Background: an optimization exercise with open tools, aiming at small area and a short achievable clock period. Do not read the settings as production practice.
Only simulation tests tie the RTL to the original design; equivalence was not proved.
Power figures rest on the tool's default switching activity, not on a simulated workload.

==> flow/run.sh <==
#!/bin/bash
# synth_recipe.tcl (not shown) runs the flow's synth.tcl, then flattens the netlist and writes it again
# the make line also repeats each setting of config.mk as NAME=value (left out here)
make -C /OpenROAD-flow-scripts/flow DESIGN_CONFIG=/design/flow/config.mk WORK_HOME=/design/flow/orfs CLKGATE_MAP_FILE= SYNTH_SCRIPT=/design/flow/synth_recipe.tcl finish
==> flow/config.mk <==
export PLATFORM = sky130hd
export DESIGN_NAME = rv_core
export DESIGN_NICKNAME = rv_core
export VERILOG_FILES = /design/flow/design.v
export SDC_FILE = /design/flow/constraint.sdc
export NUM_CORES = 4
export LEC_CHECK = 0
export CAP_MARGIN = 20
export CORE_MARGIN = 2
export CORE_UTILIZATION = 30
export SETUP_SLACK_MARGIN = 0.5
export SLEW_MARGIN = 20
==> flow/constraint.sdc <==
create_clock -name core_clock -period 8.0 [get_ports {i_clk}]
set_input_delay 1.6000 -clock core_clock [delete_from_list [all_inputs] [get_ports {i_clk}]]
set_output_delay 1.6000 -clock core_clock [all_outputs]
set_load 0.01 [all_outputs]
==> flow/design.v <==
package rv_pkg;
  localparam int XLEN    = 32;
  localparam int NREGS   = 32;
  localparam int SHAMT_W = $clog2(XLEN);
  typedef logic [XLEN-1:0]           word_t;
  typedef logic [31:0]               instr_t;
  typedef logic [$clog2(NREGS)-1:0]  reg_addr_t;
  typedef logic [6:0]                opcode_t;
  typedef logic [6:0]                funct7_t;
  localparam opcode_t OPC_OP     = 7'b0110011;
  localparam opcode_t OPC_OP_IMM = 7'b0010011;
  localparam opcode_t OPC_LUI    = 7'b0110111;
  localparam funct7_t F7_BASE = 7'b0000000;
  localparam funct7_t F7_ALT  = 7'b0100000;
  typedef struct packed {
    logic sub;      
    logic r_add;    
    logic r_lt;     
    logic lt_u;     
    logic r_xor;
    logic r_or;
    logic r_and;
    logic r_sll;    
    logic r_sr;     
    logic arith;    
  } alu_ctl_t;
  typedef struct packed {
    logic f1;
    logic f2;
    logic rf;
  } fwd_t;
endpackage
`timescale 1ns/1ps
module rv_regfile (
  input  logic              i_clk,
  input  logic              i_rst_n,
  input  logic              i_wr_en,
  input  rv_pkg::reg_addr_t i_wr_addr,
  input  rv_pkg::word_t     i_wr_data,
  input  logic              i_rs1_en,
  input  rv_pkg::reg_addr_t i_rs1_addr,
  input  logic              i_rs2_en,
  input  rv_pkg::reg_addr_t i_rs2_addr,
  output rv_pkg::word_t     o_rs1_data,
  output rv_pkg::word_t     o_rs2_data
);
  rv_pkg::word_t regs [1:rv_pkg::NREGS-1];
  logic [rv_pkg::NREGS-1:1] valid;
  logic [rv_pkg::NREGS-1:1] sel1;
  logic [rv_pkg::NREGS-1:1] sel2;
  logic [rv_pkg::NREGS-1:1] wsel;
  for (genvar i = 1; i < rv_pkg::NREGS; i++) begin : g_reg
    assign wsel[i] = i_wr_en && (i_wr_addr == i);
    assign sel1[i] = i_rs1_en && valid[i] && (i_rs1_addr == i);
    assign sel2[i] = i_rs2_en && valid[i] && (i_rs2_addr == i);
    always_ff @(posedge i_clk or negedge i_rst_n) begin
      if (!i_rst_n) begin
        valid[i] <= 1'b0;
      end else if (wsel[i]) begin
        valid[i] <= 1'b1;
      end
    end
    always_ff @(posedge i_clk) begin
      if (wsel[i]) begin
        regs[i] <= i_wr_data;
      end
    end
  end
  always_comb begin
    o_rs1_data = '0;
    o_rs2_data = '0;
    for (int i = 1; i < rv_pkg::NREGS; i++) begin
      o_rs1_data = o_rs1_data | ({rv_pkg::XLEN{sel1[i]}} & regs[i]);
      o_rs2_data = o_rs2_data | ({rv_pkg::XLEN{sel2[i]}} & regs[i]);
    end
  end
endmodule
`timescale 1ns/1ps
module rv_decode (
  input  logic              i_clk,
  input  logic              i_rst_n,
  input  logic              i_instr_vld,
  input  rv_pkg::instr_t    i_instr,
  output logic              o_rs1_en,
  output rv_pkg::reg_addr_t o_rs1_addr,
  output logic              o_rs2_en,
  output rv_pkg::reg_addr_t o_rs2_addr,
  input  rv_pkg::word_t     i_rs1_data,
  input  rv_pkg::word_t     i_rs2_data,
  input  logic              i_res_wen,
  input  rv_pkg::reg_addr_t i_res_rd,
  output logic              o_ex_wen,
  output rv_pkg::reg_addr_t o_ex_rd,
  output rv_pkg::alu_ctl_t  o_ex_ctl,
  output rv_pkg::fwd_t      o_ex_fa,
  output rv_pkg::fwd_t      o_ex_fb,
  output rv_pkg::word_t     o_ex_a,
  output rv_pkg::word_t     o_ex_b,
  output logic              o_illegal
);
  rv_pkg::opcode_t   opcode;
  logic [2:0]        funct3;
  rv_pkg::funct7_t   funct7;
  rv_pkg::reg_addr_t rd;
  rv_pkg::reg_addr_t rs1;
  rv_pkg::reg_addr_t rs2;
  logic              is_op;
  logic              is_imm;
  logic              is_lui;
  logic              f7_base;
  logic              f7_alt;
  logic              legal;
  logic              alt;
  logic              use_rs1;
  logic              use_rs2;
  logic              a1, a2, b1, b2;
  rv_pkg::word_t     imm;
  rv_pkg::alu_ctl_t  ctl;
  assign opcode = i_instr[6:0];
  assign rd     = i_instr[11:7];
  assign funct3 = i_instr[14:12];
  assign rs1    = i_instr[19:15];
  assign rs2    = i_instr[24:20];
  assign funct7 = i_instr[31:25];
  assign is_op   = (opcode == rv_pkg::OPC_OP);
  assign is_imm  = (opcode == rv_pkg::OPC_OP_IMM);
  assign is_lui  = (opcode == rv_pkg::OPC_LUI);
  assign f7_base = (funct7 == rv_pkg::F7_BASE);
  assign f7_alt  = (funct7 == rv_pkg::F7_ALT);
  always_comb begin
    case (funct3)
      3'b000:  legal = is_imm || (is_op && (f7_base || f7_alt));
      3'b001:  legal = (is_imm || is_op) && f7_base;
      3'b101:  legal = (is_imm || is_op) && (f7_base || f7_alt);
      default: legal = is_imm || (is_op && f7_base);
    endcase
    legal = legal || is_lui;
  end
  assign alt = f7_alt && (is_op || funct3 == 3'b101);
  always_comb begin
    ctl       = '0;
    ctl.sub   = !is_lui && ((funct3 == 3'b000 && alt && is_op) ||
                            funct3 == 3'b010 || funct3 == 3'b011);
    ctl.r_add = is_lui || funct3 == 3'b000;
    ctl.r_lt  = !is_lui && (funct3 == 3'b010 || funct3 == 3'b011);
    ctl.lt_u  = funct3[0];
    ctl.r_xor = !is_lui && funct3 == 3'b100;
    ctl.r_or  = !is_lui && funct3 == 3'b110;
    ctl.r_and = !is_lui && funct3 == 3'b111;
    ctl.r_sll = !is_lui && funct3 == 3'b001;
    ctl.r_sr  = !is_lui && funct3 == 3'b101;
    ctl.arith = alt;
  end
  assign imm = is_lui ? {i_instr[31:12], 12'b0} : {{20{i_instr[31]}}, i_instr[31:20]};
  assign use_rs1 = !is_lui;
  assign use_rs2 = is_op;
  assign o_rs1_en   = use_rs1;
  assign o_rs1_addr = rs1;
  assign o_rs2_en   = use_rs2;
  assign o_rs2_addr = rs2;
  assign a1 = use_rs1 && o_ex_wen && (o_ex_rd == rs1);
  assign a2 = use_rs1 && i_res_wen && (i_res_rd == rs1);
  assign b1 = use_rs2 && o_ex_wen && (o_ex_rd == rs2);
  assign b2 = use_rs2 && i_res_wen && (i_res_rd == rs2);
  always_ff @(posedge i_clk or negedge i_rst_n) begin
    if (!i_rst_n) begin
      o_ex_wen  <= 1'b0;
      o_illegal <= 1'b0;
    end else begin
      o_ex_wen  <= i_instr_vld && legal && (rd != '0);
      o_illegal <= i_instr_vld && !legal;
    end
  end
  always_ff @(posedge i_clk) begin
    o_ex_rd  <= rd;
    o_ex_ctl <= ctl;
    o_ex_fa  <= {a1, a2 && !a1, !a1 && !a2};
    o_ex_fb  <= {b1, b2 && !b1, !b1 && !b2};
    o_ex_a   <= i_rs1_data;
    o_ex_b   <= use_rs2 ? i_rs2_data : imm;
  end
endmodule
`timescale 1ns/1ps
module rv_execute (
  input  logic              i_clk,
  input  logic              i_rst_n,
  input  logic              i_ex_wen,
  input  rv_pkg::reg_addr_t i_ex_rd,
  input  rv_pkg::alu_ctl_t  i_ex_ctl,
  input  rv_pkg::fwd_t      i_ex_fa,
  input  rv_pkg::fwd_t      i_ex_fb,
  input  rv_pkg::word_t     i_ex_a,
  input  rv_pkg::word_t     i_ex_b,
  output logic              o_res_wen,
  output rv_pkg::reg_addr_t o_res_rd,
  output rv_pkg::word_t     o_res_data,
  output rv_pkg::word_t     o_res2_data
);
  rv_pkg::word_t a;
  rv_pkg::word_t b;
  rv_pkg::word_t b_x;
  logic [32:0]   sum_c;
  rv_pkg::word_t sum;
  logic          cout;
  logic          lt;
  rv_pkg::word_t sh_in;
  rv_pkg::word_t sh;
  rv_pkg::word_t sh_rev;
  logic          fill;
  rv_pkg::word_t alu;
  function automatic rv_pkg::word_t rev(input rv_pkg::word_t x);
    for (int i = 0; i < rv_pkg::XLEN; i++) rev[i] = x[rv_pkg::XLEN-1-i];
  endfunction
  assign a = ({rv_pkg::XLEN{i_ex_fa.f1}} & o_res_data) |
             ({rv_pkg::XLEN{i_ex_fa.f2}} & o_res2_data) |
             ({rv_pkg::XLEN{i_ex_fa.rf}} & i_ex_a);
  assign b = ({rv_pkg::XLEN{i_ex_fb.f1}} & o_res_data) |
             ({rv_pkg::XLEN{i_ex_fb.f2}} & o_res2_data) |
             ({rv_pkg::XLEN{i_ex_fb.rf}} & i_ex_b);
  assign b_x = b ^ {rv_pkg::XLEN{i_ex_ctl.sub}};
  logic [33:0] sum_w;
  assign sum_w = {1'b0, a, 1'b1} + {1'b0, b_x, i_ex_ctl.sub};
  assign sum_c = sum_w[33:1];
  assign sum   = sum_c[31:0];
  assign cout  = sum_c[32];
  assign lt = i_ex_ctl.lt_u ? !cout : ((a[31] ^ b[31]) ? a[31] : sum[31]);
  assign fill  = i_ex_ctl.arith && a[31];
  assign sh_in = i_ex_ctl.r_sll ? rev(a) : a;
  always_comb begin
    sh = sh_in;
    for (int k = 0; k < rv_pkg::SHAMT_W; k++) begin
      if (b[k]) sh = (sh >> (1 << k)) | ({rv_pkg::XLEN{fill}} & ~({rv_pkg::XLEN{1'b1}} >> (1 << k)));
    end
  end
  assign sh_rev = rev(sh);
  assign alu = ({rv_pkg::XLEN{i_ex_ctl.r_add}} & sum) |
               ({rv_pkg::XLEN{i_ex_ctl.r_lt}}  & {31'b0, lt}) |
               ({rv_pkg::XLEN{i_ex_ctl.r_xor}} & (a ^ b)) |
               ({rv_pkg::XLEN{i_ex_ctl.r_or}}  & (a | b)) |
               ({rv_pkg::XLEN{i_ex_ctl.r_and}} & (a & b)) |
               ({rv_pkg::XLEN{i_ex_ctl.r_sll}} & sh_rev) |
               ({rv_pkg::XLEN{i_ex_ctl.r_sr}}  & sh);
  always_ff @(posedge i_clk or negedge i_rst_n) begin
    if (!i_rst_n) begin
      o_res_wen <= 1'b0;
    end else begin
      o_res_wen <= i_ex_wen;
    end
  end
  always_ff @(posedge i_clk) begin
    o_res_rd    <= i_ex_rd;
    o_res_data  <= alu;
    o_res2_data <= o_res_data;
  end
endmodule
`timescale 1ns/1ps
module rv_result (
  input  logic              i_clk,
  input  logic              i_rst_n,
  input  logic              i_res_wen,
  input  rv_pkg::reg_addr_t i_res_rd,
  input  rv_pkg::word_t     i_res_data,
  output logic              o_wr_en,
  output rv_pkg::reg_addr_t o_wr_addr,
  output rv_pkg::word_t     o_wr_data,
  output logic              o_wb_vld,
  output rv_pkg::reg_addr_t o_wb_rd,
  output rv_pkg::word_t     o_wb_data,
  output rv_pkg::word_t     o_retired
);
  assign o_wr_en   = i_res_wen;
  assign o_wr_addr = i_res_rd;
  assign o_wr_data = i_res_data;
  assign o_wb_vld  = i_res_wen;
  assign o_wb_rd   = i_res_rd;
  assign o_wb_data = i_res_data;
  always_ff @(posedge i_clk or negedge i_rst_n) begin
    if (!i_rst_n) begin
      o_retired <= '0;
    end else if (i_res_wen) begin
      o_retired <= o_retired + 1'b1;
    end
  end
endmodule
`timescale 1ns/1ps
module rv_core (
  input  logic              i_clk,
  input  logic              i_rst_n,
  input  logic              i_instr_vld,
  input  rv_pkg::instr_t    i_instr,
  output logic              o_wb_vld,
  output rv_pkg::reg_addr_t o_wb_rd,
  output rv_pkg::word_t     o_wb_data,
  output logic              o_illegal,
  output rv_pkg::word_t     o_retired
);
  logic              rs1_en;
  rv_pkg::reg_addr_t rs1_addr;
  logic              rs2_en;
  rv_pkg::reg_addr_t rs2_addr;
  rv_pkg::word_t     rs1_data;
  rv_pkg::word_t     rs2_data;
  logic              ex_wen;
  rv_pkg::reg_addr_t ex_rd;
  rv_pkg::alu_ctl_t  ex_ctl;
  rv_pkg::fwd_t      ex_fa;
  rv_pkg::fwd_t      ex_fb;
  rv_pkg::word_t     ex_a;
  rv_pkg::word_t     ex_b;
  logic              res_wen;
  rv_pkg::reg_addr_t res_rd;
  rv_pkg::word_t     res_data;
  rv_pkg::word_t     res2_data;
  logic              wr_en;
  rv_pkg::reg_addr_t wr_addr;
  rv_pkg::word_t     wr_data;
  rv_decode rv_decode_inst (
    .i_clk       (i_clk),
    .i_rst_n     (i_rst_n),
    .i_instr_vld (i_instr_vld),
    .i_instr     (i_instr),
    .o_rs1_en    (rs1_en),
    .o_rs1_addr  (rs1_addr),
    .o_rs2_en    (rs2_en),
    .o_rs2_addr  (rs2_addr),
    .i_rs1_data  (rs1_data),
    .i_rs2_data  (rs2_data),
    .i_res_wen   (res_wen),
    .i_res_rd    (res_rd),
    .o_ex_wen    (ex_wen),
    .o_ex_rd     (ex_rd),
    .o_ex_ctl    (ex_ctl),
    .o_ex_fa     (ex_fa),
    .o_ex_fb     (ex_fb),
    .o_ex_a      (ex_a),
    .o_ex_b      (ex_b),
    .o_illegal   (o_illegal)
  );
  rv_regfile rv_regfile_inst (
    .i_clk      (i_clk),
    .i_rst_n    (i_rst_n),
    .i_wr_en    (wr_en),
    .i_wr_addr  (wr_addr),
    .i_wr_data  (wr_data),
    .i_rs1_en   (rs1_en),
    .i_rs1_addr (rs1_addr),
    .i_rs2_en   (rs2_en),
    .i_rs2_addr (rs2_addr),
    .o_rs1_data (rs1_data),
    .o_rs2_data (rs2_data)
  );
  rv_execute rv_execute_inst (
    .i_clk       (i_clk),
    .i_rst_n     (i_rst_n),
    .i_ex_wen    (ex_wen),
    .i_ex_rd     (ex_rd),
    .i_ex_ctl    (ex_ctl),
    .i_ex_fa     (ex_fa),
    .i_ex_fb     (ex_fb),
    .i_ex_a      (ex_a),
    .i_ex_b      (ex_b),
    .o_res_wen   (res_wen),
    .o_res_rd    (res_rd),
    .o_res_data  (res_data),
    .o_res2_data (res2_data)
  );
  rv_result rv_result_inst (
    .i_clk      (i_clk),
    .i_rst_n    (i_rst_n),
    .i_res_wen  (res_wen),
    .i_res_rd   (res_rd),
    .i_res_data (res_data),
    .o_wr_en    (wr_en),
    .o_wr_addr  (wr_addr),
    .o_wr_data  (wr_data),
    .o_wb_vld   (o_wb_vld),
    .o_wb_rd    (o_wb_rd),
    .o_wb_data  (o_wb_data),
    .o_retired  (o_retired)
  );
endmodule
==> results of run 1 <==
## worst max path at each step
| stage | start | to | slack [ps] | cells after the start |
|---|---|---|---|---|
| CTS | i_instr[1] | rv_decode_inst.o_ex_b[18] | 2840 | 10 |
| finish | i_instr[1] | rv_decode_inst.o_ex_b[17] | 2480 | 10 |
| detailed placement | i_instr[1] | rv_decode_inst.o_ex_b[18] | 2050 | 10 |
| global route | i_instr[1] | rv_decode_inst.o_ex_b[17] | 2640 | 10 |
| global placement | i_instr[3] | rv_decode_inst.o_ex_b[18] | 2140 | 10 |
| floorplan | i_instr[3] | rv_decode_inst.o_ex_a[28] | 3930 | 9 |
## area by class of cell
cell class / instances / area (µm²) / share of cell area
well taps: 2464 / 3083 / 0.04792
clock inverters: 72 / 774.5 / 0.01204
multi-input cells: 2551 / 19500 / 0.3031
clock buffers: 164 / 3621 / 0.05628
flip-flops and latches: 1212 / 34530 / 0.5366
repair buffers: 298 / 2505 / 0.03893
diodes: 7 / 17.52 / 0.0002723
inverters: 83 / 311.5 / 0.004843
## cell families after synthesis
logic type / synth area share
buffers and inverters: 0.02937
xor gates and xnor gates: 0.01764
DFF: 0.6263
adders and majority gates: 0.02202
muxes: 0.02910
AOI/OAI and AO/OA: 0.1987
and+or+nand+nor: 0.07690
## flip-flops by register name, indices dropped and copies added, names as in the netlist
signal,cells
rv_regfile_inst.regs,992
rv_regfile_inst.valid,31
rv_decode_inst.o_illegal,1
rv_decode_inst.o_ex_fa,3
rv_decode_inst.o_ex_a,32
rv_decode_inst.o_ex_wen,1
rv_execute_inst.o_res_wen,1
rv_execute_inst.o_res_data,32
rv_decode_inst.o_ex_rd,5
rv_decode_inst.o_ex_ctl,10
rv_decode_inst.o_ex_fb,3
rv_execute_inst.o_res2_data,32
rv_execute_inst.o_res_rd,5
rv_result_inst.o_retired,32
rv_decode_inst.o_ex_b,32
## per-layer routing
metal,global-route usage,share of wire,up-vias
met5,0.008327,0.00092,-
met3,0.1443,0.18,1617
met1,0.3397,0.34,23080
li1,-,-,17490
met4,0.1714,0.083,18
met2,0.3973,0.40,5497
## report_power, final
group / switching (mW) / leakage [nW] / internal (mW) / total [mW]
Clock: 2.63 / 2.13 / 3.67 / 6.30
Sequential: 0.0612 / 12.7 / 6.96 / 7.02
Combinational: 0.532 / 8.39 / 0.209 / 0.741
Total: 3.22 / 23.2 / 10.8 / 14.1
## critical path, delay by kind of cell
family / cells / cell delay (ps)
buffers and inverters: 2 / 890
AOI/OAI and AO/OA: 3 / 350
and+or+nand+nor: 5 / 3290
## cells in the mapped netlist, types with 33 or more instances
cell and instances:
sky130_fd_sc_hd__mux2i_1 71, sky130_fd_sc_hd__a22o_1 191, sky130_fd_sc_hd__a221oi_1 221, sky130_fd_sc_hd__or4_1 35
sky130_fd_sc_hd__o21ai_0 65, sky130_fd_sc_hd__a22oi_1 479, sky130_fd_sc_hd__clkbuf_1 256, sky130_fd_sc_hd__buf_2 43
sky130_fd_sc_hd__dfxtp_1 154, sky130_fd_sc_hd__xor2_1 33, sky130_fd_sc_hd__inv_1 80, sky130_fd_sc_hd__nand4_1 88
sky130_fd_sc_hd__nor3_1 43, sky130_fd_sc_hd__dfrtp_1 66, sky130_fd_sc_hd__nand3_1 177, sky130_fd_sc_hd__a222oi_1 130
sky130_fd_sc_hd__nand2_1 186, sky130_fd_sc_hd__nor2_1 142, sky130_fd_sc_hd__edfxtp_1 992, sky130_fd_sc_hd__xnor2_1 78
sky130_fd_sc_hd__and3_1 35, sky130_fd_sc_hd__a21oi_1 95, sky130_fd_sc_hd__or2_2 33, sky130_fd_sc_hd__ha_1 97
## stage by stage
stage	total power [mW]	setup slack, ps	hold slack, ps	std cells
global route	14.32	2644	405.4	6844
global placement	7.851	2139	391.8	6606
CTS	14.01	2843	400.7	6843
detailed placement	7.861	2049	392.5	6607
finish	14.06	2478	400.3	6851
floorplan	7.491	3933	373.3	4172
==> run notes, run 1 <==
Critical path:
- At the worst endpoint, the arrival time is 6230 ps.
- The end of the worst register-to-register path is rv_execute_inst.o_res_data[20].
- The startpoint identified for the worst register-to-register timing path is rv_execute_inst.o_res_data[3].
- For the worst flop-to-flop path, the logic depth is 16.
- The largest single stage delay on the critical path is 1150 ps.
- The biggest fanout along the worst timing path is 23.
- The worst endpoint required time is 8700 ps.
- The worst setup path is of the in2reg kind.
- The slack of the worst reg-to-reg path is 3080 ps.
- The critical path goes through clkdlybuf4s50_1, nand4b_1, or4_2, nor3_1, and3_2, buf_4, a22o_1, a221oi_1, and4_1, a21oi_1.
- The worst setup path is captured at a flop.
- STA classifies the critical path startpoint as an input port.
- The highest-delay cell along the critical path is sky130_fd_sc_hd__and3_2.

Flow run:
- The reported max-cap violation count is 0.

Global route:
- The total congestion overflow after global routing is 0.
- The number of antenna violations at the first check in global routing is 12.
- The total track usage is 0.2820.
- The number of global-route vias before repair is 43810.
- The first global-routing pass estimated 366.0 mm of wire.
- Entering global routing, the biggest net connects a little under 80 pins.

Clocking:
- No sink is reached through more buffers than the 3 on the longest clock path.
- The number of H-tree levels is 4.
- The cell sitting at the root of the clock tree is a sky130_fd_sc_hd__clkbuf_16.
- Once the clock tree was built, the setup fixing pass inserted 0 buffers.
- For the worst-skew pair, the clock arrives at the later sink with an insertion delay of 800 ps.
- Post-CTS repair changed the size of 0 cells.
- The clock tree from TritonCTS is yes.
- Hold repair after CTS inserted 0 buffers.
- The sink count of the clock tree is 1212.
- After clock tree synthesis, the clock-pin slew on the worst setup and hold paths is 60 ps.
- The total CTS buffers is 130.

Place:
- Summed over all nets, the half-perimeter wirelength after detailed placement is 149.1 mm.
- Routability-driven placement finished with a final weighted congestion of just under 1.
- The post-place instance area is 59920 µm².
- The port buffer count is 105.

Layout:
- In the final layout, the share of cells above drive strength 1 is 0.1342.
- The top cell types in the final layout, fill and taps aside, are sky130_fd_sc_hd__edfxtp_1, sky130_fd_sc_hd__a22oi_1, sky130_fd_sc_hd__a221oi_1, sky130_fd_sc_hd__a22o_1, sky130_fd_sc_hd__buf_4.
- The most common library cell in the layout ignoring fill and taps is sky130_fd_sc_hd__edfxtp_1.
- The synthesis-to-finish area growth is 16.72%.
- The count of filler cells inserted in the layout is 17520.
- With fillers left out, the area of the finished cells amounts to 64340 µm².
- The final core utilization is 0.3518.
- For this run, the post-layout net count is 4408.

Synth:
- Counting flops and latches in the post-synthesis netlist gives 1212.
- Of all flip-flops after synthesis, the portion carrying an async set or reset was 0.05446.
- A synthesized cell averages 13.21 µm².
- The area of the mapped netlist is 55120 µm².
- Counting every net in the synthesized netlist gives 4304.
- Sorting the synthesized cells by area gives the leading types as sky130_fd_sc_hd__edfxtp_1, sky130_fd_sc_hd__a22oi_1, sky130_fd_sc_hd__dfxtp_1.
- Among all flip-flop cells after synthesis, the most frequent one is sky130_fd_sc_hd__edfxtp_1.
- The number of unique standard cell types used by synthesis is 76.
- The biggest area contributor in the post-synthesis netlist is sky130_fd_sc_hd__edfxtp_1.
- The top cell type's share of synthesized area is 0.5404.
- The number of synthesized flops with an enable pin is 992.
- For this run, the number of Yosys warnings is 5.
- The synthesized netlist cell count is 4172.
- For this run, the register share of the synthesized area comes to 0.6263.

Detailed routing:
- Detailed routing inserted a total of 47700 vias.
- The first routing iteration left 13210 violations.
- Before antenna repair, the detailed router went through 15 iterations.
- The routed via count divided by cell count is 6.962.
- Summed over all layers, the routed wires come to between 200 and 300 mm.
- Dividing the detail-routed wire length by the instance count gives ~40 µm.
- The count of nets left with antenna violations after detail routing is 0.
- For this run, design rule violations remaining after detail routing come to 0.

Die:
- The core region is approximately 180000 µm².
- The height of the die is 432.6 µm.
- The number of ports placed on the die boundary is 106.
- The die width is approximately 430 µm.
- The initial utilization of the core area, before any placement, comes to 0.3014.
- The die covers 187200 µm².
- The row count is between 150 and 200.

STA:
- For the final routed database, the setup TNS stands at 0 ps.
- Setup repair after global routing left no endpoint under its margin.
- The minimum clock period is 5522 ps.
- Setup violations remaining at the end of the flow were counted as 0.
- On the final layout, the worst clock skew is roughly 44 ps.
- The worst slew margin relative to its limit is 0.1021.
- In the finished design, the share of the clock period the worst path needs comes to 0.6903.
- The measured slew at the worst slew-check pin is 1344 ps.
- The number of pins with negative max-slew slack in the final report is 0.
- The maximum clock frequency is 0.1811 GHz.
- The number of hold violations in the final report is 0.

Worst hold path:
- The origin of the worst min-delay path is rv_decode_inst.o_ex_rd[4].
- The tightest min-delay check is of the reg2reg type.
- The end of the worst hold path is rv_execute_inst.o_res_rd[4].
- The count of cells along the worst hold path is 0.

Power and ir drop:
- The leakage component of the power is 23.18 nW.
- IR analysis of the VDD net gives a maximum drop of 160.4 µV.
- For this design the ratio of total power to cell area is roughly 220 nW/µm².

Status:
- The run finished with no timing, DRC or antenna violations.
==> run 2: changes to the inputs <==
--- a/flow/design.v
+++ b/flow/design.v
@@ -24,11 +24,6 @@
     logic r_sr;     
     logic arith;    
   } alu_ctl_t;
-  typedef struct packed {
-    logic f1;
-    logic f2;
-    logic rf;
-  } fwd_t;
 endpackage
 `timescale 1ns/1ps
 module rv_regfile (
@@ -37,6 +32,8 @@
   input  logic              i_wr_en,
   input  rv_pkg::reg_addr_t i_wr_addr,
   input  rv_pkg::word_t     i_wr_data,
+  input  logic              i_pend_en,
+  input  rv_pkg::reg_addr_t i_pend_addr,
   input  logic              i_rs1_en,
   input  rv_pkg::reg_addr_t i_rs1_addr,
   input  logic              i_rs2_en,
@@ -46,13 +43,17 @@
 );
   rv_pkg::word_t regs [1:rv_pkg::NREGS-1];
   logic [rv_pkg::NREGS-1:1] valid;
+  logic [rv_pkg::NREGS-1:1] wsel;
+  logic [rv_pkg::NREGS-1:1] cur;
   logic [rv_pkg::NREGS-1:1] sel1;
   logic [rv_pkg::NREGS-1:1] sel2;
-  logic [rv_pkg::NREGS-1:1] wsel;
+  logic                     fwd1;
+  logic                     fwd2;
   for (genvar i = 1; i < rv_pkg::NREGS; i++) begin : g_reg
     assign wsel[i] = i_wr_en && (i_wr_addr == i);
-    assign sel1[i] = i_rs1_en && valid[i] && (i_rs1_addr == i);
-    assign sel2[i] = i_rs2_en && valid[i] && (i_rs2_addr == i);
+    assign cur[i]  = valid[i] && !wsel[i] && !(i_pend_en && (i_pend_addr == i));
+    assign sel1[i] = i_rs1_en && cur[i] && (i_rs1_addr == i);
+    assign sel2[i] = i_rs2_en && cur[i] && (i_rs2_addr == i);
     always_ff @(posedge i_clk or negedge i_rst_n) begin
       if (!i_rst_n) begin
         valid[i] <= 1'b0;
@@ -66,9 +67,13 @@
       end
     end
   end
+  assign fwd1 = i_rs1_en && i_wr_en && (i_wr_addr == i_rs1_addr) &&
+                !(i_pend_en && (i_pend_addr == i_rs1_addr));
+  assign fwd2 = i_rs2_en && i_wr_en && (i_wr_addr == i_rs2_addr) &&
+                !(i_pend_en && (i_pend_addr == i_rs2_addr));
   always_comb begin
-    o_rs1_data = '0;
-    o_rs2_data = '0;
+    o_rs1_data = {rv_pkg::XLEN{fwd1}} & i_wr_data;
+    o_rs2_data = {rv_pkg::XLEN{fwd2}} & i_wr_data;
     for (int i = 1; i < rv_pkg::NREGS; i++) begin
       o_rs1_data = o_rs1_data | ({rv_pkg::XLEN{sel1[i]}} & regs[i]);
       o_rs2_data = o_rs2_data | ({rv_pkg::XLEN{sel2[i]}} & regs[i]);
@@ -87,13 +92,12 @@
   output rv_pkg::reg_addr_t o_rs2_addr,
   input  rv_pkg::word_t     i_rs1_data,
   input  rv_pkg::word_t     i_rs2_data,
-  input  logic              i_res_wen,
-  input  rv_pkg::reg_addr_t i_res_rd,
   output logic              o_ex_wen,
   output rv_pkg::reg_addr_t o_ex_rd,
   output rv_pkg::alu_ctl_t  o_ex_ctl,
-  output rv_pkg::fwd_t      o_ex_fa,
-  output rv_pkg::fwd_t      o_ex_fb,
+  output logic              o_ex_fa,
+  output logic              o_ex_fbp,
+  output logic              o_ex_fbn,
   output rv_pkg::word_t     o_ex_a,
   output rv_pkg::word_t     o_ex_b,
   output logic              o_illegal
@@ -113,7 +117,7 @@
   logic              alt;
   logic              use_rs1;
   logic              use_rs2;
-  logic              a1, a2, b1, b2;
+  logic              a1, b1;
   rv_pkg::word_t     imm;
   rv_pkg::alu_ctl_t  ctl;
   assign opcode = i_instr[6:0];
@@ -151,17 +155,15 @@
     ctl.r_sr  = !is_lui && funct3 == 3'b101;
     ctl.arith = alt;
   end
-  assign imm = is_lui ? {i_instr[31:12], 12'b0} : {{20{i_instr[31]}}, i_instr[31:20]};
-  assign use_rs1 = !is_lui;
-  assign use_rs2 = is_op;
+  assign imm = i_instr[2] ? {i_instr[31:12], 12'b0} : {{20{i_instr[31]}}, i_instr[31:20]};
+  assign use_rs1 = !i_instr[2];
+  assign use_rs2 = i_instr[5] && !i_instr[2];
   assign o_rs1_en   = use_rs1;
   assign o_rs1_addr = rs1;
   assign o_rs2_en   = use_rs2;
   assign o_rs2_addr = rs2;
   assign a1 = use_rs1 && o_ex_wen && (o_ex_rd == rs1);
-  assign a2 = use_rs1 && i_res_wen && (i_res_rd == rs1);
   assign b1 = use_rs2 && o_ex_wen && (o_ex_rd == rs2);
-  assign b2 = use_rs2 && i_res_wen && (i_res_rd == rs2);
   always_ff @(posedge i_clk or negedge i_rst_n) begin
     if (!i_rst_n) begin
       o_ex_wen  <= 1'b0;
@@ -174,10 +176,11 @@
   always_ff @(posedge i_clk) begin
     o_ex_rd  <= rd;
     o_ex_ctl <= ctl;
-    o_ex_fa  <= {a1, a2 && !a1, !a1 && !a2};
-    o_ex_fb  <= {b1, b2 && !b1, !b1 && !b2};
+    o_ex_fa  <= a1;
+    o_ex_fbp <= b1 && !ctl.sub;
+    o_ex_fbn <= b1 && ctl.sub;
     o_ex_a   <= i_rs1_data;
-    o_ex_b   <= use_rs2 ? i_rs2_data : imm;
+    o_ex_b   <= (i_rs2_data | (imm & {rv_pkg::XLEN{!use_rs2}})) ^ {rv_pkg::XLEN{ctl.sub && !b1}};
   end
 endmodule
 `timescale 1ns/1ps
@@ -187,14 +190,14 @@
   input  logic              i_ex_wen,
   input  rv_pkg::reg_addr_t i_ex_rd,
   input  rv_pkg::alu_ctl_t  i_ex_ctl,
-  input  rv_pkg::fwd_t      i_ex_fa,
-  input  rv_pkg::fwd_t      i_ex_fb,
+  input  logic              i_ex_fa,
+  input  logic              i_ex_fbp,
+  input  logic              i_ex_fbn,
   input  rv_pkg::word_t     i_ex_a,
   input  rv_pkg::word_t     i_ex_b,
   output logic              o_res_wen,
   output rv_pkg::reg_addr_t o_res_rd,
-  output rv_pkg::word_t     o_res_data,
-  output rv_pkg::word_t     o_res2_data
+  output rv_pkg::word_t     o_res_data
 );
   rv_pkg::word_t a;
   rv_pkg::word_t b;
@@ -211,19 +214,16 @@
   function automatic rv_pkg::word_t rev(input rv_pkg::word_t x);
     for (int i = 0; i < rv_pkg::XLEN; i++) rev[i] = x[rv_pkg::XLEN-1-i];
   endfunction
-  assign a = ({rv_pkg::XLEN{i_ex_fa.f1}} & o_res_data) |
-             ({rv_pkg::XLEN{i_ex_fa.f2}} & o_res2_data) |
-             ({rv_pkg::XLEN{i_ex_fa.rf}} & i_ex_a);
-  assign b = ({rv_pkg::XLEN{i_ex_fb.f1}} & o_res_data) |
-             ({rv_pkg::XLEN{i_ex_fb.f2}} & o_res2_data) |
-             ({rv_pkg::XLEN{i_ex_fb.rf}} & i_ex_b);
-  assign b_x = b ^ {rv_pkg::XLEN{i_ex_ctl.sub}};
+  assign a = ({rv_pkg::XLEN{i_ex_fa}} & o_res_data) | i_ex_a;
+  assign b_x = ({rv_pkg::XLEN{i_ex_fbp}} & o_res_data) |
+               ({rv_pkg::XLEN{i_ex_fbn}} & ~o_res_data) | i_ex_b;
+  assign b   = b_x;
   logic [33:0] sum_w;
   assign sum_w = {1'b0, a, 1'b1} + {1'b0, b_x, i_ex_ctl.sub};
   assign sum_c = sum_w[33:1];
   assign sum   = sum_c[31:0];
   assign cout  = sum_c[32];
-  assign lt = i_ex_ctl.lt_u ? !cout : ((a[31] ^ b[31]) ? a[31] : sum[31]);
+  assign lt = i_ex_ctl.lt_u ? !cout : ((a[31] == b_x[31]) ? a[31] : sum[31]);
   assign fill  = i_ex_ctl.arith && a[31];
   assign sh_in = i_ex_ctl.r_sll ? rev(a) : a;
   always_comb begin
@@ -250,7 +250,6 @@
   always_ff @(posedge i_clk) begin
     o_res_rd    <= i_ex_rd;
     o_res_data  <= alu;
-    o_res2_data <= o_res_data;
   end
 endmodule
 `timescale 1ns/1ps
@@ -303,14 +302,14 @@
   logic              ex_wen;
   rv_pkg::reg_addr_t ex_rd;
   rv_pkg::alu_ctl_t  ex_ctl;
-  rv_pkg::fwd_t      ex_fa;
-  rv_pkg::fwd_t      ex_fb;
+  logic              ex_fa;
+  logic              ex_fbp;
+  logic              ex_fbn;
   rv_pkg::word_t     ex_a;
   rv_pkg::word_t     ex_b;
   logic              res_wen;
   rv_pkg::reg_addr_t res_rd;
   rv_pkg::word_t     res_data;
-  rv_pkg::word_t     res2_data;
   logic              wr_en;
   rv_pkg::reg_addr_t wr_addr;
   rv_pkg::word_t     wr_data;
@@ -325,13 +324,12 @@
     .o_rs2_addr  (rs2_addr),
     .i_rs1_data  (rs1_data),
     .i_rs2_data  (rs2_data),
-    .i_res_wen   (res_wen),
-    .i_res_rd    (res_rd),
     .o_ex_wen    (ex_wen),
     .o_ex_rd     (ex_rd),
     .o_ex_ctl    (ex_ctl),
     .o_ex_fa     (ex_fa),
-    .o_ex_fb     (ex_fb),
+    .o_ex_fbp    (ex_fbp),
+    .o_ex_fbn    (ex_fbn),
     .o_ex_a      (ex_a),
     .o_ex_b      (ex_b),
     .o_illegal   (o_illegal)
@@ -342,6 +340,8 @@
     .i_wr_en    (wr_en),
     .i_wr_addr  (wr_addr),
     .i_wr_data  (wr_data),
+    .i_pend_en  (ex_wen),
+    .i_pend_addr(ex_rd),
     .i_rs1_en   (rs1_en),
     .i_rs1_addr (rs1_addr),
     .i_rs2_en   (rs2_en),
@@ -356,13 +356,13 @@
     .i_ex_rd     (ex_rd),
     .i_ex_ctl    (ex_ctl),
     .i_ex_fa     (ex_fa),
-    .i_ex_fb     (ex_fb),
+    .i_ex_fbp    (ex_fbp),
+    .i_ex_fbn    (ex_fbn),
     .i_ex_a      (ex_a),
     .i_ex_b      (ex_b),
     .o_res_wen   (res_wen),
     .o_res_rd    (res_rd),
-    .o_res_data  (res_data),
-    .o_res2_data (res2_data)
+    .o_res_data  (res_data)
   );
   rv_result rv_result_inst (
     .i_clk      (i_clk),
--- a/flow/config.mk
+++ b/flow/config.mk
@@ -7,6 +7,8 @@
 export LEC_CHECK = 0
 export CAP_MARGIN = 20
 export CORE_MARGIN = 2
-export CORE_UTILIZATION = 30
-export SETUP_SLACK_MARGIN = 0.5
+export CORE_UTILIZATION = 50
+export CTS_CLUSTER_DIAMETER = 100
+export CTS_CLUSTER_SIZE = 24
+export SETUP_SLACK_MARGIN = 4.5
 export SLEW_MARGIN = 20
==> run notes, run 2 <==
Status:
- The run finished with no timing, DRC or antenna violations.

Clocking:
- The clock tree from TritonCTS is yes.
- The number of buffers on the longest clock path is 3.
- CTS saw 1177 sinks.
- Clock tree synthesis selected as its root buffer the cell sky130_fd_sc_hd__clkbuf_16.
- The total CTS buffers is 58.
- After clock tree synthesis, the clock-pin slew on the worst setup and hold paths is around 90 ps.
- The later-pin clock latency in the skew report is slightly below 800 ps.
- The number of H-tree levels is 2.

Critical path:
- The worst flop-to-flop path startpoint is rv_decode_inst.o_ex_fa.
- The signal on the critical path passes through buf_6, inv_1, buf_4, o21ai_0, mux2i_1, mux2i_1, mux2_2, a2bb2oi_1, o21ai_0, o211ai_1.
- The biggest fanout along the worst timing path is 33.
- The worst endpoint required time is 8570 ps.
- The data arrival time at the worst-slack endpoint is around 4300 ps.
- In this design, the stage delay of the slowest critical-path cell is 610 ps.
- Together, buffers and inverters on the worst path number 3.
- STA classifies the critical path startpoint as a flop.
- The end of the worst register-to-register path is rv_execute_inst.o_res_data[21].
- The number of cell instances on the worst register-to-register path is 10.
- The cell family contributing the most delay on the critical path is compound AO/OA/AOI/OAI gates.
- Setup slack on the worst reg-to-reg path comes out at 4240 ps.
- STA classifies the critical path endpoint as a flop.
- The critical path class is reg2reg.
- Among all stages on the critical path, the largest delay is contributed by sky130_fd_sc_hd__o21ai_0.

Synth:
- The largest total area in the synthesized netlist belongs to sky130_fd_sc_hd__edfxtp_1.
- The area of the mapped netlist is 54750 µm².
- By area the synthesized netlist is led by sky130_fd_sc_hd__edfxtp_1, sky130_fd_sc_hd__a22oi_1, sky130_fd_sc_hd__dfxtp_1.
- The dominant register cell in the synthesized netlist is sky130_fd_sc_hd__edfxtp_1.
- The fraction of registers with async set/reset is 0.05607.
- Synthesis inferred around 1200 register bits.
- The number of synthesis warnings is 5.
- The mean post-synth cell area is 12.87 µm².
- Ranked by instance count, the synthesized netlist is headed by sky130_fd_sc_hd__edfxtp_1, sky130_fd_sc_hd__a22oi_1, sky130_fd_sc_hd__clkbuf_1.
- The part of the Yosys area used for sequential elements is 0.6177.
- The net count after synthesis is about 4400.
- After synthesis, the netlist uses 78 different library cells.
- The top cell type's share of synthesized area is 0.5441.
- In this run, synthesis inferred 992 flip-flops with an integrated enable.
- Among all cell types in the netlist, the one instantiated most often is sky130_fd_sc_hd__edfxtp_1.
- The synthesized netlist cell count is 4253.

Power and ir drop:
- The maximum VDD drop is approximately 210 µV.
- The analysis attributes to cell leakage a power of approximately 24 nW.
- Power spread over the standard cell area amounts to 180.7 nW/µm².

Global route:
- The first global-routing pass estimated 395.3 mm of wire.
- The met3 global-route usage is 0.2493.
- After global routing the overflow that remains totals 0.
- The number of antenna violations at the first check in global routing is 20.
- The number of global-route vias before repair is 45660.
- The largest net degree at the start of global routing is 67.
- The global-route layer with the greatest usage is met2.
- For this run, global-route usage on met2 was measured as 0.7069.
- The met1 capacity usage during global routing is 0.6336.
- In the global route stage, overall resource usage came out at 0.5203.

Place:
- The congestion estimate from routability-driven global placement came to just over 1.
- During placement, the flow inserted port buffers numbering 105.
- The final HPWL from detailed placement is around 170 mm.

Layout:
- The most common library cell in the layout ignoring fill and taps is sky130_fd_sc_hd__edfxtp_1.
- The synthesis-to-finish area growth is 17.66%.
- The register with the highest flop count is rv_regfile_inst.regs.
- The number of flip-flops in the largest register is ~1000.
- Of the cells placed in the final design, the portion with a size suffix greater than 1 is 0.1838.
- The total number of nets in the final design is 4567.
- In the layout the commonest cells are sky130_fd_sc_hd__edfxtp_1, sky130_fd_sc_hd__a22oi_1, sky130_fd_sc_hd__buf_4, sky130_fd_sc_hd__a221oi_1, sky130_fd_sc_hd__a22o_1.

STA:
- The worst pin sits at a relative slew slack of 0.1294.
- The maximum clock frequency is 0.2661 GHz.
- The number of pins with negative max-slew slack in the final report is 0.
- Setup repair after global routing could not meet its margin everywhere.
- The worst hold slack is ~470 ps.
- The measured slew at the worst slew-check pin is 1306 ps.
- Setup violations remaining at the end of the flow were counted as 0.
- The number of hold violations in the final report is 0.
- The minimum clock period is 3759 ps.
- The final clock skew is 69.24 ps.
- Summed over all failing endpoints, the final setup total negative slack is 0 ps.
- Of the available clock period, the critical path in the final layout requires 0.4698.

Die:
- The floorplan has 121 rows.
- The effective utilization at floorplan is 0.5037.
- The die is roughly 330 µm tall.
- The die area is 112200 µm².
- After floorplanning, the core was sized to cover 108700 µm².
- 106 I/O pins were placed.
- The die width is 334.9 µm.

Worst hold path:
- The count of cells along the worst hold path is 1.
- The worst hold path terminates at rv_regfile_inst.valid[1].
- The origin of the worst min-delay path is rv_regfile_inst.valid[1].
- The path class of the tightest hold or removal check is reg2reg.

Detailed routing:
- In the routed design, unresolved DRC markers number 0.
- The routed wire length is 300.0 mm.
- The detailed router finished its first iteration with 13230 violations.
- The number of detailed-route iterations in the first pass is 12.
- The wire length per cell after detailed routing is 50.48 µm.
- The count of nets left with antenna violations after detail routing is 0.
- The total number of vias is 50140.
- The routed via count divided by cell count is 8.435.

Flow run:
- Max-cap violations in this run came to 0.
run 2: changes by cell type after synthesis, sizes merged, moves of 48 or more:
cell and change:
a22oi +56, a22o +48, a222oi -110, nand3 -71
nand4 +55
run 2: metrics by stage:
step                      cell area, µm²  power (mW)  utilization  cells  worst slack [ps]
after detailed placement           58910       7.880       0.5419   5633              2207
final                              64420       11.64       0.5926   5944              4241
after global routing               64380       11.81       0.5923   5929              4313
after global placement             58890       7.879       0.5417   5632              2136
after CTS                          63390       11.46       0.5832   5875              4378
after floorplan                    56000       7.460            -   4253              4264
run 2: worst max-delay path by stage:
stage               cells after the start                     from                              to
floorplan                              12              i_instr[20]       rv_decode_inst.o_ex_b[30]
global placement                       10              i_instr[28]       rv_decode_inst.o_ex_b[28]
detailed placement                      9              i_instr[18]        rv_decode_inst.o_ex_a[2]
CTS                                    14  rv_decode_inst.o_ex_fbn  rv_execute_inst.o_res_data[28]
global route                           10   rv_decode_inst.o_ex_fa  rv_execute_inst.o_res_data[21]
finish                                 10   rv_decode_inst.o_ex_fa  rv_execute_inst.o_res_data[21]
run 2: routing by layer:
metal	wire, µm	part of all wire
met1	96250	0.32
met2	116100	0.39
met3	55590	0.19
met4	31420	0.10
met5	656	0.0022
run 2: kinds of logic (layout without fill, tap and decap cells):
group	count (synthesis)	after routing	share of synthesized area
and+or+nand+nor	877	882	0.08656
buffers and inverters	424	681	0.02980
muxes	130	130	0.02486
DFF	1177	1177	0.6177
xor gates and xnor gates	104	104	0.01664
other	0	15	0
adders and majority gates	66	66	0.01522
AOI/OAI and AO/OA	1475	1475	0.2092
run 2: worst reg2reg max path, cell delays in order (launching register included):
cell and delay, ps:
sky130_fd_sc_hd__dfxtp_1 340, sky130_fd_sc_hd__buf_6 300, sky130_fd_sc_hd__inv_1 210, sky130_fd_sc_hd__buf_4 250, sky130_fd_sc_hd__o21ai_0 630, sky130_fd_sc_hd__mux2i_1 310
sky130_fd_sc_hd__mux2i_1 370, sky130_fd_sc_hd__mux2_2 280, sky130_fd_sc_hd__a2bb2oi_1 150, sky130_fd_sc_hd__o21ai_0 170, sky130_fd_sc_hd__o211ai_1 580
run 2: area by class of cell:
type,instances,area [µm²]
sequential,1177,33910
tap,1414,1769
timing repair inverter,1,5.005
clock buffer,98,1602
fill,8653,44280
multi-input combinational,2657,21210
antenna,15,37.54
timing repair buffer,484,5351
clock inverter,11,186.4
inverter,87,346.6
run 2: report_power, final:
group          internal (mW)  switching, mW
logic                  0.415          0.790
registers               6.80         0.0796
clock network           1.42           2.14
total                   8.63           3.01
run 2: timing repair:
item	in CTS	in global routing
cloned	20	6
pin swaps	55	39
endpoints found under the hold margin	0	0
hold buffers	0	0
gates resized for setup	358	119
setup buffers	113	48
setup endpoints to repair	127	88
==> run 3: changes to the inputs <==
==> flow/flow/run.sh (new file) <==
#!/bin/bash
# The standard layout, with the port buffers made of buf_4 cells instead of
# the default delay buffer (every input and output port is still buffered).
set -euo pipefail
bash standard.sh "BUFFER_PORTS_ARGS=-buffer_cell sky130_fd_sc_hd__buf_4" finish > orfs_make.log 2>&1
==> flow/standard.sh (new file) <==
#!/bin/bash
# synth_recipe.tcl (not shown) runs the flow's synth.tcl, then flattens the netlist and writes it again
# the make line also repeats each setting of config.mk as NAME=value (left out here)
make -C /OpenROAD-flow-scripts/flow DESIGN_CONFIG=/design/flow/config.mk WORK_HOME=/design/flow/orfs CLKGATE_MAP_FILE= SYNTH_SCRIPT=/design/flow/synth_recipe.tcl "${@:-finish}"
removed: flow/run.sh
==> run notes, run 3 <==
Synth:
- After synthesis, the largest family of logic cells by area is compound AO/OA/AOI/OAI gates.
- The fraction of registers with async set/reset is 0.05607.
- The mean post-synth cell area is 12.87 µm².
- Of the total synthesized cell area, the portion taken by AND, OR, NAND and NOR gates is 0.08657.
- The post-synthesis sequential element count is 1177.
- After synthesis the cells add up to about 55000 µm².
- The number of synthesized flops with an enable pin is 992.
- The compound-cell area share of the yosys netlist is 0.2092.
- Among all flip-flop cells after synthesis, the most frequent one is sky130_fd_sc_hd__edfxtp_1.
- The library cell with the largest summed area after synthesis is sky130_fd_sc_hd__edfxtp_1.
- The number of unique standard cell types used by synthesis is 78.
- Synthesis produced 4253 cells.
- Of the total synthesized cell area, the portion taken by full adders, half adders and majority gates is 0.01522.
- Of the synthesized area, sequential elements account for 0.6177.
- In the post-synthesis netlist, the biggest area contributors are sky130_fd_sc_hd__edfxtp_1, sky130_fd_sc_hd__a22oi_1, sky130_fd_sc_hd__dfxtp_1.
- The number of synthesis warnings is 5.
- Of the post-synthesis cell area, the dominant cell type holds 0.5441.
- The number of nets in the synthesized netlist is roughly 4400.
- The multiplexer area fraction after synthesis is 0.02486.
- In the post-synthesis netlist, the cell with the most instances is sky130_fd_sc_hd__edfxtp_1.
- The commonest cells after synthesis are sky130_fd_sc_hd__edfxtp_1, sky130_fd_sc_hd__a22oi_1, sky130_fd_sc_hd__clkbuf_1.
- Of the total synthesized cell area, the portion taken by XOR and XNOR cells is 0.01664.

Worst hold path:
- The origin of the worst min-delay path is rv_regfile_inst.valid[13].
- The min-delay analysis places its worst path in the category reg2reg.

Die:
- The height of the die is between 300 and 400 µm.
- The placeable core region is 108700 µm².
- Pin placement for this block handled between 100 and 150 I/O pins.
- The die is 334.9 µm wide.
- The floorplan step defined a die boundary enclosing 112200 µm².
- After floorplanning, the core was divided into 121 placement rows.
- The effective utilization at floorplan is 0.5037.

Place:
- The congestion estimate from routability-driven global placement came to 0.9899.
- In this run the cell area measured after placement is 58400 µm².
- Detailed placement ended at an HPWL of 159.3 mm.
- Once placement completed, the tool counted placed cells totaling roughly 5600.
- The port buffer count is 105.

STA:
- Setup repair after global routing could not meet its margin everywhere.
- At the pin with the least slew margin, the transition time is roughly 1200 ps.
- The maximum clock frequency is between 0.2 and 0.3 GHz.
- The clock arrives with 45.96 ps of skew.
- The number of pins with negative max-slew slack in the final report is 0.
- The number of hold violations in the final report is 0.
- The final-layout setup total negative slack is 0 ps.
- The count of final setup violators is 0.
- The worst slew margin relative to its limit is 0.1711.
- The minimum clock period is 3675 ps.
- The share of the clock period used by the worst path after layout is 0.4593.

Power and ir drop:
- The post-layout total power is 11.47 mW.
- Of the total power, the clock network draws 0.310.
- The power density over the cells is about 180 nW/µm².
- Of the total power, combinational logic draws 0.090.
- The net switching power of the design is ~2.9 mW.
- The relative contribution of sequential cells to total power is 0.600.
- The internal power summed over all cells is 8.539 mW.
- Of the total power, the share spent switching nets is 0.2553.
- For this design the static power due to leakage is 23.04 nW.
- The maximum VDD drop is between 200 and 250 µV.

Global route:
- Entering global routing, the biggest net connects 67 pins.
- For this run, the total global-route usage over all layers was measured as 0.4966.
- For met1 alone, demand over resource in global routing was 0.6146.
- For this run the aggregate overflow at the end of global routing stands at 0.
- The number of antenna violations at the first check in global routing is 12.
- In the global route stage, met3 resource usage came out at 0.2279.
- For met2 alone, demand over resource in global routing was 0.6837.
- met2 is the most crowded layer.
- The first global-routing pass estimated 380.5 mm of wire.
- The number of global-route vias before repair is 44960.

Clocking:
- The clock tree from TritonCTS is yes.
- The cell at the root of the clock tree is sky130_fd_sc_hd__clkbuf_16.
- The total CTS buffers is 58.
- The later-pin clock latency in the skew report is 760 ps.
- The number of H-tree levels is 2.
- The cts-stage hold buffer count is 0.
- The clock transition time at the flip-flop clock pins of the worst setup and hold paths is ~110 ps.
- The sink count of the clock tree is between 1000 and 1500.
- The clock passes through at most 3 buffers.

Critical path:
- The origin of the worst setup path is rv_decode_inst.o_ex_fbn.
- At the worst endpoint, the arrival time is 4250 ps.
- In this run the worst path has a maximum fanout of 6.
- The worst setup path is captured at a flop.
- The worst flop-to-flop path startpoint is rv_decode_inst.o_ex_fbn.
- STA classifies the critical path startpoint as a flop.
- At the worst endpoint, the required time is ~8600 ps.
- The critical path class is reg2reg.

Detailed routing:
- The pre-antenna-repair detailed-routing pass consisted of 13 iterations.
- The final routed DRC violation total is 0.
- The count of nets left with antenna violations after detail routing is 0.
- The number of DRC markers after the initial detailed-route iteration is 12700.
- The total number of vias is 49120.
- The routed wire length is 290.4 mm.
- The routed via count divided by cell count is 8.399.
- Dividing the detail-routed wire length by the instance count gives 49.65 µm.

Layout:
- The final core utilization is 0.5761.
- The library cell used most frequently in the layout, excluding fill and tap cells, is sky130_fd_sc_hd__edfxtp_1.
- The synthesis-to-finish area growth is 14.39%.
- Counting flops per register, the top entry is rv_regfile_inst.regs.
- After routing the design area is 62630 µm².
- In the layout the commonest cells are sky130_fd_sc_hd__edfxtp_1, sky130_fd_sc_hd__a22oi_1, sky130_fd_sc_hd__buf_4, sky130_fd_sc_hd__a221oi_1, sky130_fd_sc_hd__a22o_1.
- Leaving out filler cells and counting taps, the final layout contains 5848.
- In the final layout, the share of cells above drive strength 1 is 0.1818.
- The number of flip-flops in the largest register is 992.
- The total number of nets in the final design is 4475.

Flow run:
- Across the run, the number of max-cap violations was 0.

Status:
- The flow ran to the end and the layout has no timing, DRC or antenna violations.
[run 3: cells by family after synthesis]
family,Yosys count
AND/OR/NAND/NOR,877
AO/OA/AOI/OAI,1475
adder cells (fa/ha/maj),66
XOR/XNOR,104
buffers and inverters,424
multiplexers,130
flip-flops,1177
[run 3: through the flow]
step                hold slack, ps  worst slack, ps
detailed placement           457.1             2693
floorplan                    329.0             4264
global placement             450.2             2749
global route                 487.6             4284
finish                       472.9             4325
CTS                          470.5             4400
[run 3: routing by layer]
metal	wire length [µm]	vias to the layer above
met4	29750	23
met5	368	-
li1	-	17710
met3	52390	1853
met2	113500	5886
met1	94360	23640
[run 3: critical path: stages (launching register included)]
cell,delay [ps]
sky130_fd_sc_hd__dfxtp_4,380
sky130_fd_sc_hd__buf_12,150
sky130_fd_sc_hd__buf_8,140
sky130_fd_sc_hd__mux2i_4,240
sky130_fd_sc_hd__nand2_8,110
sky130_fd_sc_hd__fa_2,390
sky130_fd_sc_hd__a21o_1,230
sky130_fd_sc_hd__a221o_2,450
sky130_fd_sc_hd__a21oi_2,180
sky130_fd_sc_hd__nand2_1,80
sky130_fd_sc_hd__nor3b_4,180
sky130_fd_sc_hd__mux2i_1,160
sky130_fd_sc_hd__a2111oi_4,620
sky130_fd_sc_hd__o211ai_1,180
[run 3: what timing repair did]
action,4_1_cts,5_1_grt
setup buffers,73,39
resized for setup,170,128
endpoints found under the setup margin,103,79
cloned,6,8
pin swaps,28,30
[run 3: cell type report]
type	count	area (µm²)
clock inverters	9	151.4
repair buffers	391	3817
clock buffers	100	1630
multi-input cells	2659	21030
fillers	8758	46070
inverters	87	335.3
diodes	11	27.53
well taps	1414	1769
flip-flops and latches	1177	33870
[run 3: path summary, 6_finish.rpt]
path | end | slack (ps) | depth (start not counted)
min in group asynchronous | rv_result_inst.o_retired[16] | 980 | 1
setup reg to reg | rv_execute_inst.o_res_data[21] | 4330 | 13
hold / removal | rv_regfile_inst.valid[13] | 470 | 1
max in group asynchronous | rv_execute_inst.o_res_wen | 6290 | 1
setup / recovery | rv_execute_inst.o_res_data[21] | 4330 | 13
hold reg to reg | rv_regfile_inst.valid[13] | 470 | 1
[run 3: power groups by stage]
stage          sequential [mW]  combinational, mW  clock (mW)
6_report                  6.88               1.04        3.55
5_1_grt                   6.88               1.06        3.71
4_1_cts                   6.87              0.952        3.50
3_5_place_dp              7.04              0.825           0
3_3_place_gp              7.04              0.824           0
2_1_floorplan             7.09              0.374           0
==> run 4: changes to the inputs <==
--- a/flow/design.v
+++ b/flow/design.v
@@ -44,6 +44,7 @@
   rv_pkg::word_t regs [1:rv_pkg::NREGS-1];
   logic [rv_pkg::NREGS-1:1] valid;
   logic [rv_pkg::NREGS-1:1] wsel;
+  logic [rv_pkg::NREGS-1:1] pend;
   logic [rv_pkg::NREGS-1:1] cur;
   logic [rv_pkg::NREGS-1:1] sel1;
   logic [rv_pkg::NREGS-1:1] sel2;
@@ -51,14 +52,15 @@
   logic                     fwd2;
   for (genvar i = 1; i < rv_pkg::NREGS; i++) begin : g_reg
     assign wsel[i] = i_wr_en && (i_wr_addr == i);
-    assign cur[i]  = valid[i] && !wsel[i] && !(i_pend_en && (i_pend_addr == i));
+    assign pend[i] = i_pend_en && (i_pend_addr == i);
+    assign cur[i]  = valid[i] && !pend[i];
     assign sel1[i] = i_rs1_en && cur[i] && (i_rs1_addr == i);
     assign sel2[i] = i_rs2_en && cur[i] && (i_rs2_addr == i);
     always_ff @(posedge i_clk or negedge i_rst_n) begin
       if (!i_rst_n) begin
         valid[i] <= 1'b0;
-      end else if (wsel[i]) begin
-        valid[i] <= 1'b1;
+      end else begin
+        valid[i] <= (valid[i] || wsel[i]) && !pend[i];
       end
     end
     always_ff @(posedge i_clk) begin
@@ -96,8 +98,7 @@
   output rv_pkg::reg_addr_t o_ex_rd,
   output rv_pkg::alu_ctl_t  o_ex_ctl,
   output logic              o_ex_fa,
-  output logic              o_ex_fbp,
-  output logic              o_ex_fbn,
+  output logic              o_ex_fb,
   output rv_pkg::word_t     o_ex_a,
   output rv_pkg::word_t     o_ex_b,
   output logic              o_illegal
@@ -177,10 +178,9 @@
     o_ex_rd  <= rd;
     o_ex_ctl <= ctl;
     o_ex_fa  <= a1;
-    o_ex_fbp <= b1 && !ctl.sub;
-    o_ex_fbn <= b1 && ctl.sub;
+    o_ex_fb  <= b1;
     o_ex_a   <= i_rs1_data;
-    o_ex_b   <= (i_rs2_data | (imm & {rv_pkg::XLEN{!use_rs2}})) ^ {rv_pkg::XLEN{ctl.sub && !b1}};
+    o_ex_b   <= i_rs2_data | (imm & {rv_pkg::XLEN{!use_rs2}});
   end
 endmodule
 `timescale 1ns/1ps
@@ -191,8 +191,7 @@
   input  rv_pkg::reg_addr_t i_ex_rd,
   input  rv_pkg::alu_ctl_t  i_ex_ctl,
   input  logic              i_ex_fa,
-  input  logic              i_ex_fbp,
-  input  logic              i_ex_fbn,
+  input  logic              i_ex_fb,
   input  rv_pkg::word_t     i_ex_a,
   input  rv_pkg::word_t     i_ex_b,
   output logic              o_res_wen,
@@ -215,15 +214,14 @@
     for (int i = 0; i < rv_pkg::XLEN; i++) rev[i] = x[rv_pkg::XLEN-1-i];
   endfunction
   assign a = ({rv_pkg::XLEN{i_ex_fa}} & o_res_data) | i_ex_a;
-  assign b_x = ({rv_pkg::XLEN{i_ex_fbp}} & o_res_data) |
-               ({rv_pkg::XLEN{i_ex_fbn}} & ~o_res_data) | i_ex_b;
-  assign b   = b_x;
+  assign b = ({rv_pkg::XLEN{i_ex_fb}} & o_res_data) | i_ex_b;
+  assign b_x = b ^ {rv_pkg::XLEN{i_ex_ctl.sub}};
   logic [33:0] sum_w;
   assign sum_w = {1'b0, a, 1'b1} + {1'b0, b_x, i_ex_ctl.sub};
   assign sum_c = sum_w[33:1];
   assign sum   = sum_c[31:0];
   assign cout  = sum_c[32];
-  assign lt = i_ex_ctl.lt_u ? !cout : ((a[31] == b_x[31]) ? a[31] : sum[31]);
+  assign lt = i_ex_ctl.lt_u ? !cout : ((a[31] ^ b[31]) ? a[31] : sum[31]);
   assign fill  = i_ex_ctl.arith && a[31];
   assign sh_in = i_ex_ctl.r_sll ? rev(a) : a;
   always_comb begin
@@ -303,8 +301,7 @@
   rv_pkg::reg_addr_t ex_rd;
   rv_pkg::alu_ctl_t  ex_ctl;
   logic              ex_fa;
-  logic              ex_fbp;
-  logic              ex_fbn;
+  logic              ex_fb;
   rv_pkg::word_t     ex_a;
   rv_pkg::word_t     ex_b;
   logic              res_wen;
@@ -328,8 +325,7 @@
     .o_ex_rd     (ex_rd),
     .o_ex_ctl    (ex_ctl),
     .o_ex_fa     (ex_fa),
-    .o_ex_fbp    (ex_fbp),
-    .o_ex_fbn    (ex_fbn),
+    .o_ex_fb     (ex_fb),
     .o_ex_a      (ex_a),
     .o_ex_b      (ex_b),
     .o_illegal   (o_illegal)
@@ -356,8 +352,7 @@
     .i_ex_rd     (ex_rd),
     .i_ex_ctl    (ex_ctl),
     .i_ex_fa     (ex_fa),
-    .i_ex_fbp    (ex_fbp),
-    .i_ex_fbn    (ex_fbn),
+    .i_ex_fb     (ex_fb),
     .i_ex_a      (ex_a),
     .i_ex_b      (ex_b),
     .o_res_wen   (res_wen),
==> run notes, run 4 <==
Clocking:
- The cell at the root of the clock tree is sky130_fd_sc_hd__clkbuf_16.
- The sink count of the clock tree is roughly 1200.
- The number of H-tree levels is 2.
- The later-pin clock latency in the skew report is 750 ps.
- The clock tree from TritonCTS is yes.
- The cts-stage hold buffer count is 0.
- Clock-pin slew was measured on the worst setup and hold paths at 100 ps.
- The total CTS buffers is 57.
- The longest clock path from root to sink contains 3 buffers.

STA:
- The number of hold violations in the final report came to 0.
- The worst pin sits at a relative slew slack of 0.1925.
- Setup repair after global routing could not meet its margin everywhere.
- The count of final setup violators is 0.
- Derived from the worst setup path, the maximum achievable clock frequency is 0.2773 GHz.
- At the pin with the least slew margin, the transition time is 1211 ps.
- The final-layout setup total negative slack is 0 ps.
- Clock skew on the completed layout was measured at 32.16 ps.
- The minimum clock period is 3606 ps.
- The number of pins with negative max-slew slack in the final report is 0.
- Of the available clock period, the critical path in the final layout requires 0.4508.

Worst hold path:
- The class of the tightest hold or removal check is reg2reg.
- The origin of the worst min-delay path is rv_result_inst.o_retired[31].

Critical path:
- The largest single stage delay on the critical path is 530 ps.
- The kind of cell with the highest combined delay on the critical path is buffers and inverters.
- The data arrival time at the worst-slack endpoint is 4260 ps.
- For flop-to-flop paths, the worst setup slack is 4460 ps.
- Traced cell by cell, the critical path runs through buf_4, nor2b_1, nand2_1, nor3_2, buf_4, buf_4, a22oi_1, nand4_1, a2111oi_0, nand3_1.
- The worst endpoint required time is 8650 ps.
- The most frequent cell on the critical path is sky130_fd_sc_hd__buf_4.
- The origin of the worst setup path is i_instr[17].
- The worst setup path is launched from an input port.
- The buffers plus inverters on the worst setup path is 3.
- The setup path with the least slack is of type in2reg.
- The worst setup path is captured at a flop.
- Of all nets on the critical path, the largest fanout is 19.
- The worst flop-to-flop path startpoint is rv_decode_inst.o_ex_fb.
- The highest-delay cell along the critical path is sky130_fd_sc_hd__buf_4.

Detailed routing:
- The final routed DRC violation total is 0.
- Dividing the detail-routed wire length by the instance count gives 47.80 µm.
- The number of detailed-route iterations in the first pass is 14.
- The routed via count divided by cell count is 8.266.
- The count of nets left with antenna violations once routing finished came out at 0.
- Summing over every cut layer, the via total after detailed routing is ~48000.
- The routed design has 277.2 mm of wire.
- The detailed router finished its first iteration with ~12000 violations.

Layout:
- The total number of nets in the final design is 4460.
- After filler insertion, the fill cell instance count of the layout stands at 8883.
- The number of flip-flops in the largest register is 992.
- The library cell used most frequently in the layout, excluding fill and tap cells, is sky130_fd_sc_hd__edfxtp_1.
- Leaving out fill and tap cells, the most frequent cells in the layout are sky130_fd_sc_hd__edfxtp_1, sky130_fd_sc_hd__a22oi_1, sky130_fd_sc_hd__buf_4, sky130_fd_sc_hd__a221oi_1, sky130_fd_sc_hd__nand2_1.
- The register with the highest flop count is rv_regfile_inst.regs.
- The area growth from synthesis to layout is 12.32%.
- In the final layout, the share of cells above drive strength 1 is 0.1509.

Synth:
- The share of the Yosys chip area taken by registers is 0.6178.
- sky130_fd_sc_hd__edfxtp_1 takes more of the synthesized area than any other cell.
- After synthesis, the most frequently instantiated cells are sky130_fd_sc_hd__edfxtp_1, sky130_fd_sc_hd__a22oi_1, sky130_fd_sc_hd__a221oi_1.
- The dominant register cell in the synthesized netlist is sky130_fd_sc_hd__edfxtp_1.
- After synthesis the cells add up to 54710 µm².
- In the synthesized netlist, the number of instances is 4233.
- Counting flops with a built-in enable in the synthesized netlist gives 992.
- Yosys mapped the design onto between 70 and 80 distinct sky130hd cell types.
- The number of synthesis warnings is 5.
- The mean post-synth cell area is 12.92 µm².
- In the post-synthesis netlist, the biggest area contributors are sky130_fd_sc_hd__edfxtp_1, sky130_fd_sc_hd__a22oi_1, sky130_fd_sc_hd__dfxtp_1.
- The cell with the most instances after synthesis is sky130_fd_sc_hd__edfxtp_1.
- After synthesis the netlist holds a flip-flop and latch count of 1176.
- The number of nets handed over by synthesis was 4365.
- The fraction of registers with async set/reset is 0.05612.
- Of the post-synthesis cell area, the dominant cell type holds 0.5445.

Die:
- The die covers 112100 µm².
- The floorplan has 121 rows.
- The placeable core region is 108700 µm².
- 106 I/O pins were placed.
- Measured along the y axis, the die boundary spans 334.8 µm.
- For this configuration, the core starts out at a cell density of 0.5033.
- From left edge to right edge, the die measures ~330 µm.

Power and ir drop:
- The relative contribution of sequential cells to total power is 0.612.
- The post-layout total power is 11.08 mW.
- The leakage component of the power is 22.72 nW.
- The net switching power of the design is between 2 and 3 mW.
- The maximum VDD drop is 205.2 µV.
- The relative contribution of combinational cells to total power is 0.070.
- Of the total power, the share spent switching nets is 0.2415.
- The internal power summed over all cells is 8.401 mW.
- Power spread over the standard cell area amounts to ~180 nW/µm².
- Of the total power, the clock network draws 0.318.

Place:
- The final HPWL from detailed placement is 144.4 mm.
- Buffers placed on the I/O ports in this run total 105.
- The congestion estimate from routability-driven global placement came to 0.9650.

Global route:
- The total track usage is 0.4788.
- The total congestion overflow after global routing is 0.
- The global-route wire length before repair is 365.8 mm.
- The number of global-route vias before repair is 43760.
- The number of antenna violations at the first check in global routing came to 14.
- Entering global routing, the biggest net connects 67 pins.

Flow run:
- The reported max-cap violation count is 0.

Status:
- The flow ran to the end and the layout has no timing, DRC or antenna violations.
==> run 4: cells by family (layout without fill, tap and decap cells) <==
| kind of cell | after synthesis | after routing | synth area share |
|---|---|---|---|
| AO/OA/AOI/OAI | 1501 | 1501 | 0.2116 |
| flip-flops | 1176 | 1176 | 0.6178 |
| AND/OR/NAND/NOR | 853 | 853 | 0.07881 |
| buffers and inverters | 391 | 532 | 0.02776 |
| multiplexers | 108 | 108 | 0.02463 |
| XOR/XNOR | 107 | 107 | 0.01713 |
| adder cells (fa/ha/maj) | 97 | 97 | 0.02218 |
| other | 0 | 12 | 0 |
==> run 4: power by group through the flow <==
stage | registers [mW] | clock network [mW] | logic, mW
after floorplan | 6.97 | 0 | 0.277
after global placement | 6.93 | 0 | 0.633
after detailed placement | 6.93 | 0 | 0.635
after CTS | 6.78 | 3.48 | 0.713
after global routing | 6.78 | 3.69 | 0.790
final | 6.78 | 3.52 | 0.770
==> run 4: cell type report <==
type / count / area (µm²) / share of cell area
sequential: 1176 / 33840 / 0.5507
multi-input combinational: 2666 / 20470 / 0.3331
timing repair buffer: 347 / 3233 / 0.05261
tap: 1414 / 1769 / 0.02879
clock buffer: 96 / 1604 / 0.02610
inverter: 80 / 359.1 / 0.005844
clock inverter: 9 / 142.6 / 0.002321
antenna: 12 / 30.03 / 0.0004887
==> run 4: path summary, 6_finish.rpt <==
| path | end | cells after the start |
|---|---|---|
| min in group asynchronous | rv_regfile_inst.valid[31] | 1 |
| worst min-delay path | rv_result_inst.o_retired[31] | 1 |
| worst min register to register | rv_result_inst.o_retired[31] | 1 |
| worst max register to register | rv_execute_inst.o_res_data[1] | 12 |
| max in group asynchronous | rv_decode_inst.o_ex_wen | 1 |
| worst max-delay path | rv_decode_inst.o_ex_a[18] | 10 |
==> run 4: through the flow <==
| step | setup slack [ps] | util | cells | hold WS, ps | area, µm² |
|---|---|---|---|---|---|
| detailed placement | 3067 | 0.5342 | 5607 | 469.1 | 58060 |
| CTS | 4504 | 0.5585 | 5750 | 493.4 | 60710 |
| global placement | 3086 | 0.5342 | 5607 | 464.6 | 58060 |
| finish | 4394 | 0.5653 | 5800 | 491.1 | 61450 |
| global route | 4393 | 0.5652 | 5793 | 506.8 | 61430 |
| floorplan | 4449 | - | 4233 | 325.8 | 54900 |
==> run 4: timing repair <==
item / 4_1_cts / 5_1_grt
pin swaps: 15 / 19
setup buffers: 33 / 34
endpoints found under the setup margin: 96 / 79
endpoints found under the hold margin: 0 / 0
cloned: 5 / 4
resized for setup: 107 / 93
==> run 4: metal layers <==
layer	global-route usage	part of all wire
met5	0.02171	0.0015
met4	0.3150	0.092
met3	0.2310	0.18
met2	0.6667	0.40
met1	0.5873	0.33

Re-timed with assumed drivers on the ports (clkbuf_16 on the clock, buf_2 on other inputs), run 4 has 4.267 ns of setup slack against 4.394 ns with ideal ports, and 3.451 ns once port delays also move by the mid clock arrival of 0.816 ns.
